What follows belongs to an exercise in optimizing a design on an open flow for small area; a production flow would make more cautious choices.

==> inputs of v19 <==
==> flow/design.v (excerpt) <==
module neural_network (
    input  logic        clk,
    input  logic        reset,
    input  logic        changes,
    input  logic [7:0]  data_in,
    output logic [7:0]  network_outputs
);
export LEC_CHECK = 0
export CAP_MARGIN = 10
export CORE_MARGIN = 2
export CORE_UTILIZATION = 40
export CTS_BUF_LIST = sky130_fd_sc_hd__clkbuf_8
export CTS_CLUSTER_DIAMETER = 60
export CTS_CLUSTER_SIZE = 16
export SLEW_MARGIN = 10
export SYNTH_HIERARCHICAL = 1
create_clock -name core_clock -period 10.0 [get_ports {clk}]
standard.sh (not shown) runs the stock make flow with config.mk's settings and CLKGATE_MAP_FILE= SYNTH_SCRIPT=/design/flow/synth_recipe.tcl, a recipe that flattens the netlist after the stock synthesis.
==> flow/flow/run.sh <==
#!/bin/bash
# Standard ORFS flow (the standard.sh) with two layout options:
#  - port buffers of the smallest buffer cell
#  - CTS without dummy loads
set -euo pipefail
bash standard.sh \
  "BUFFER_PORTS_ARGS=-buffer_cell sky130_fd_sc_hd__buf_1" \
  "CTS_ARGS=-sink_clustering_enable -repair_clock_nets -sink_clustering_size 16 -sink_clustering_max_diameter 60 -buf_list sky130_fd_sc_hd__clkbuf_8 -dont_use_dummy_load" \
  finish > standard.log 2>&1
==> v18 (differences from v19) <==
==> flow/flow/run.sh (replaced) <==
#!/bin/bash
# Standard ORFS flow (the standard.sh) with a few layout options:
#  - port buffers of the smallest buffer cell
#  - CTS without dummy loads
#  - power recovery (downsizing off the critical paths) after global route
set -euo pipefail
bash standard.sh \
  RECOVER_POWER=100 \
  "BUFFER_PORTS_ARGS=-buffer_cell sky130_fd_sc_hd__buf_1" \
  "CTS_ARGS=-sink_clustering_enable -repair_clock_nets -sink_clustering_size 16 -sink_clustering_max_diameter 60 -buf_list sky130_fd_sc_hd__clkbuf_8 -dont_use_dummy_load" \
  finish > standard.log 2>&1
--- a/flow/config.mk
+++ b/flow/config.mk
@@ -6,5 +6,5 @@
 export NUM_CORES = 4
 export LEC_CHECK = 0
-export CAP_MARGIN = 10
+export CAP_MARGIN = 20
 export CORE_MARGIN = 2
 export CORE_UTILIZATION = 40
@@ -12,4 +12,4 @@
 export CTS_CLUSTER_DIAMETER = 60
 export CTS_CLUSTER_SIZE = 16
-export SLEW_MARGIN = 10
+export SLEW_MARGIN = 20
 export SYNTH_HIERARCHICAL = 1
==> summary of the runs <==
v19 went through all stages and came out clean. v18 completed and failed the layout checks on capacitance limit, slew limit.
Of v19 and v18, v18 has the higher non-clock buffer count (gap 1).
Between v19 and v18, the lower via count is in v19 (gap 1.1%, measured against v18).
In clock-buffer cell count, v19 and v18 do not differ.
In v19 the hold slack is better than in v18, by 0.0021 ns.
Between v18 and v19, the lower wire length is in v19 (gap about 0.37%, measured against v19).
Setup slack: v19 is better than v18 (0.47 ns).
In v18 the final area is lower than in v19, by 0.27%.
==> figures <==
Status: v19 complete, no violations; v18 failed layout checks
Layout check failures: v19 -; v18 capacitance limit, slew limit
Max-Slew Margin vs Limit: v19 0.157; v18 -2.07
Fraction of the core area covered by cells at the end of the flow: v19 0.436; v18 0.435
Clk tree area frac: v19 0.0200; v18 0.0201
Total stage count of the critical path: v19 19; v18 20
Period utilization: v19 0.871; v18 0.918
Tightest Pin Transition: v19 1.27 ns; v18 4.61 ns
Length of routed wiring on met1: v19 15800 um; v18 15800 um
Routed wire length: v19 39700 um; v18 39800 um
Met3 Wirelength: v19 3300 um; v18 3340 um
Met2 WL: v19 18600 um; v18 18600 um
Non-clock buffer count: v19 56; v18 57
Area of all placed cells without fillers: v19 15100 um^2; v18 15100 um^2
Function was not checked in any run of this note: the RTL went through the layout flow alone.

---

==> maple <==
neural_network, a different RTL version from the one above (not shown whole).
Settings: LEC_CHECK=0, CAP_MARGIN=20, CORE_MARGIN=2, CORE_UTILIZATION=40, CTS_BUF_LIST=sky130_fd_sc_hd__clkbuf_8, CTS_CLUSTER_DIAMETER=60, CTS_CLUSTER_SIZE=16, SLEW_MARGIN=20, SYNTH_HIERARCHICAL=1; clock period 10.0 ns.
run.sh (not shown) runs the stock make flow with config.mk's settings and CLKGATE_MAP_FILE= SYNTH_SCRIPT=/design/flow/synth_recipe.tcl, a recipe that flattens the netlist after the stock synthesis.
Stock flow here: none of the scripts above is used.
==> quartz (differences from maple) <==
--- a/flow/design.v
+++ b/flow/design.v
@@ -17,14 +17,24 @@
     input  logic c,
     output logic s,
     output logic co
 );
     assign s  = a ^ b ^ c;
     assign co = (a & b) | (c & (a ^ b));
 endmodule
+module nn_mo3 (
+    input  logic a,
+    input  logic b,
+    input  logic c,
+    output logic m,
+    output logic o
+);
+    assign m = (a & b) | (a & c) | (b & c);
+    assign o = a | b | c;
+endmodule
 module nn_ha (
     input  logic a,
     input  logic b,
     output logic s,
     output logic co
 );
     assign s  = a ^ b;
@@ -326,72 +336,43 @@
     nn_fa u_s329 (.a(s319), .b(s321), .c(c274), .s(s329), .co(c330));
     nn_fa u_s331 (.a(c276), .b(c278), .c(s323), .s(s331), .co(c332));
     nn_fa u_s333 (.a(s325), .b(s327), .c(c280), .s(s333), .co(c334));
     nn_fa u_s335 (.a(c282), .b(s329), .c(s331), .s(s335), .co(c336));
     nn_fa u_s337 (.a(c284), .b(s333), .c(s335), .s(s337), .co(c338));
     nn_fa u_s339 (.a(c286), .b(s337), .c(c288), .s(s339), .co(c340));
     assign c342 = c290 & s339;
-    assign m344 = (pp8 & pp15) | (pp8 & pp21) | (pp15 & pp21);
-    assign o343 = pp8 | pp15 | pp21;
-    assign m346 = (pp26 & pp30) | (pp26 & pp33) | (pp30 & pp33);
-    assign o345 = pp26 | pp30 | pp33;
-    assign m348 = (pp35 & pp36) | (pp35 & pp44) | (pp36 & pp44);
-    assign o347 = pp35 | pp36 | pp44;
-    assign m350 = (pp51 & pp57) | (pp51 & pp62) | (pp57 & pp62);
-    assign o349 = pp51 | pp57 | pp62;
-    assign m352 = (pp66 & pp69) | (pp66 & pp71) | (pp69 & pp71);
-    assign o351 = pp66 | pp69 | pp71;
-    assign m354 = (pp72 & pp80) | (pp72 & pp87) | (pp80 & pp87);
-    assign o353 = pp72 | pp80 | pp87;
-    assign m356 = (pp93 & pp98) | (pp93 & pp102) | (pp98 & pp102);
-    assign o355 = pp93 | pp98 | pp102;
-    assign m358 = (pp105 & pp107) | (pp105 & pp108) | (pp107 & pp108);
-    assign o357 = pp105 | pp107 | pp108;
-    assign m360 = (pp116 & pp123) | (pp116 & pp129) | (pp123 & pp129);
-    assign o359 = pp116 | pp123 | pp129;
-    assign m362 = (pp134 & pp138) | (pp134 & pp141) | (pp138 & pp141);
-    assign o361 = pp134 | pp138 | pp141;
-    assign m364 = (pp143 & pp144) | (pp143 & b[7]) | (pp144 & b[7]);
-    assign o363 = pp143 | pp144 | b[7];
-    assign m366 = (thn[7] & c292) | (thn[7] & c294) | (c292 & c294);
-    assign o365 = thn[7] | c292 | c294;
-    assign m368 = (c296 & c298) | (c296 & c300) | (c298 & c300);
-    assign o367 = c296 | c298 | c300;
-    assign m370 = (c302 & c304) | (c302 & c306) | (c304 & c306);
-    assign o369 = c302 | c304 | c306;
-    assign m372 = (c308 & c310) | (c308 & o343) | (c310 & o343);
-    assign o371 = c308 | c310 | o343;
-    assign m374 = (o345 & o347) | (o345 & o349) | (o347 & o349);
-    assign o373 = o345 | o347 | o349;
-    assign m376 = (o351 & o353) | (o351 & o355) | (o353 & o355);
-    assign o375 = o351 | o353 | o355;
-    assign m378 = (o357 & o359) | (o357 & o361) | (o359 & o361);
-    assign o377 = o357 | o359 | o361;
-    assign m380 = (o363 & c312) | (o363 & c314) | (c312 & c314);
-    assign o379 = o363 | c312 | c314;
-    assign m382 = (c316 & c318) | (c316 & c320) | (c318 & c320);
-    assign o381 = c316 | c318 | c320;
-    assign m384 = (c322 & o365) | (c322 & o367) | (o365 & o367);
-    assign o383 = c322 | o365 | o367;
-    assign m386 = (o369 & o371) | (o369 & o373) | (o371 & o373);
-    assign o385 = o369 | o371 | o373;
-    assign m388 = (o375 & o377) | (o375 & c324) | (o377 & c324);
-    assign o387 = o375 | o377 | c324;
-    assign m390 = (c326 & c328) | (c326 & o379) | (c328 & o379);
-    assign o389 = c326 | c328 | o379;
-    assign m392 = (o381 & o383) | (o381 & o385) | (o383 & o385);
-    assign o391 = o381 | o383 | o385;
-    assign m394 = (c330 & c332) | (c330 & o387) | (c332 & o387);
-    assign o393 = c330 | c332 | o387;
-    assign m396 = (o389 & o391) | (o389 & c334) | (o391 & c334);
-    assign o395 = o389 | o391 | c334;
-    assign m398 = (c336 & o393) | (c336 & c338) | (o393 & c338);
-    assign o397 = c336 | o393 | c338;
-    assign m400 = (o395 & o397) | (o395 & c340) | (o397 & c340);
-    assign o399 = o395 | o397 | c340;
+    nn_mo3 u_m344 (.a(pp8), .b(pp15), .c(pp21), .m(m344), .o(o343));
+    nn_mo3 u_m346 (.a(pp26), .b(pp30), .c(pp33), .m(m346), .o(o345));
+    nn_mo3 u_m348 (.a(pp35), .b(pp36), .c(pp44), .m(m348), .o(o347));
+    nn_mo3 u_m350 (.a(pp51), .b(pp57), .c(pp62), .m(m350), .o(o349));
+    nn_mo3 u_m352 (.a(pp66), .b(pp69), .c(pp71), .m(m352), .o(o351));
+    nn_mo3 u_m354 (.a(pp72), .b(pp80), .c(pp87), .m(m354), .o(o353));
+    nn_mo3 u_m356 (.a(pp93), .b(pp98), .c(pp102), .m(m356), .o(o355));
+    nn_mo3 u_m358 (.a(pp105), .b(pp107), .c(pp108), .m(m358), .o(o357));
+    nn_mo3 u_m360 (.a(pp116), .b(pp123), .c(pp129), .m(m360), .o(o359));
+    nn_mo3 u_m362 (.a(pp134), .b(pp138), .c(pp141), .m(m362), .o(o361));
+    nn_mo3 u_m364 (.a(pp143), .b(pp144), .c(b[7]), .m(m364), .o(o363));
+    nn_mo3 u_m366 (.a(thn[7]), .b(c292), .c(c294), .m(m366), .o(o365));
+    nn_mo3 u_m368 (.a(c296), .b(c298), .c(c300), .m(m368), .o(o367));
+    nn_mo3 u_m370 (.a(c302), .b(c304), .c(c306), .m(m370), .o(o369));
+    nn_mo3 u_m372 (.a(c308), .b(c310), .c(o343), .m(m372), .o(o371));
+    nn_mo3 u_m374 (.a(o345), .b(o347), .c(o349), .m(m374), .o(o373));
+    nn_mo3 u_m376 (.a(o351), .b(o353), .c(o355), .m(m376), .o(o375));
+    nn_mo3 u_m378 (.a(o357), .b(o359), .c(o361), .m(m378), .o(o377));
+    nn_mo3 u_m380 (.a(o363), .b(c312), .c(c314), .m(m380), .o(o379));
+    nn_mo3 u_m382 (.a(c316), .b(c318), .c(c320), .m(m382), .o(o381));
+    nn_mo3 u_m384 (.a(c322), .b(o365), .c(o367), .m(m384), .o(o383));
+    nn_mo3 u_m386 (.a(o369), .b(o371), .c(o373), .m(m386), .o(o385));
+    nn_mo3 u_m388 (.a(o375), .b(o377), .c(c324), .m(m388), .o(o387));
+    nn_mo3 u_m390 (.a(c326), .b(c328), .c(o379), .m(m390), .o(o389));
+    nn_mo3 u_m392 (.a(o381), .b(o383), .c(o385), .m(m392), .o(o391));
+    nn_mo3 u_m394 (.a(c330), .b(c332), .c(o387), .m(m394), .o(o393));
+    nn_mo3 u_m396 (.a(o389), .b(o391), .c(c334), .m(m396), .o(o395));
+    nn_mo3 u_m398 (.a(c336), .b(o393), .c(c338), .m(m398), .o(o397));
+    nn_mo3 u_m400 (.a(o395), .b(o397), .c(c340), .m(m400), .o(o399));
     assign m402 = c342 & o399;
     assign o401 = c342 | o399;
     assign fire = (|hi) | m344 | m346 | m348 | m350 | m352 | m354 | m356 | m358 | m360 | m362 | m364 | m366 | m368 | m370 | m372 | m374 | m376 | m378 | m380 | m382 | m384 | m386 | m388 | m390 | m392 | m394 | m396 | m398 | m400 | m402;
 endmodule
 module nn_half (
     input  logic [15:0] xn_flat,
     input  logic [15:0] wn_flat,
==> flow/flow/run.sh (new file) <==
#!/bin/bash
# Standard ORFS flow (the standard.sh) with two layout options:
#  - port buffers of the smallest buffer cell
#  - CTS without dummy loads
set -euo pipefail
bash standard.sh \
  "BUFFER_PORTS_ARGS=-buffer_cell sky130_fd_sc_hd__buf_1" \
  "CTS_ARGS=-sink_clustering_enable -repair_clock_nets -sink_clustering_size 16 -sink_clustering_max_diameter 60 -buf_list sky130_fd_sc_hd__clkbuf_8 -dont_use_dummy_load" \
  finish > standard.log 2>&1
==> flow/standard.sh (new file) <==
#!/bin/bash
# synth_recipe.tcl (not shown) runs the flow's synth.tcl, then flattens the netlist and writes it again
# the make line also repeats each setting of config.mk as NAME=value (left out here)
make -C /OpenROAD-flow-scripts/flow DESIGN_CONFIG=/design/flow/config.mk WORK_HOME=/design/flow/orfs CLKGATE_MAP_FILE= SYNTH_SCRIPT=/design/flow/synth_recipe.tcl "${@:-finish}"
removed: flow/run.sh
==> notes.md <==
- Of maple and quartz, maple has the higher final cell count (gap about 1.7%, measured against quartz).
- In quartz the sequential share of layout area is higher than in maple, by 0.84 points.
- Worst setup slack: maple is better than quartz (0.035 ns).
- Flip-flop and latch count is the same in maple and quartz.
- Against maple, the synthesized cell count of quartz is lower by 1.2%.
- Against maple, the critical path depth of quartz is higher by 1.
- In quartz the global-route usage is lower than in maple, by 0.73 points.
No functional check of the RTL was part of any run of this note.

[re-timing with driven ports]
How much do the figures lean on ideal ports? The routed layouts below were timed once more, with nothing changed but the port constraints. Step 1: set_driving_cell puts a clkbuf_16 on clk and a buf_2 on each other input, an assumption about the parent block. Step 2, shift: input delay + t, output delay - t, t = (earliest + latest rising clock arrival at the registers) / 2. This alone moves slack from input paths to output paths. Three values: ideal, step 1, step 2; two values: the first two.
| run | t, ns | slack for setup (ns) | worst setup path after step 2 | cell pins on the clock port's net |
|---|---|---|---|---|
| v19 | 0.579 | 1.287 / 1.311 / 0.733 | input to register | 1 |
| v18 | 0.578 | 0.815 / 0.841 / 0.263 | input to register | 1 |
| maple | 0.607 | 1.442 / 1.461 / 0.855 | input to register | 1 |
| quartz | 0.577 | 1.407 / 1.433 / 0.856 | input to register | 1 |
For maple, which loses most, drivers alone change the setup slack by +0.019 ns; drivers and shift together by -0.587 ns.
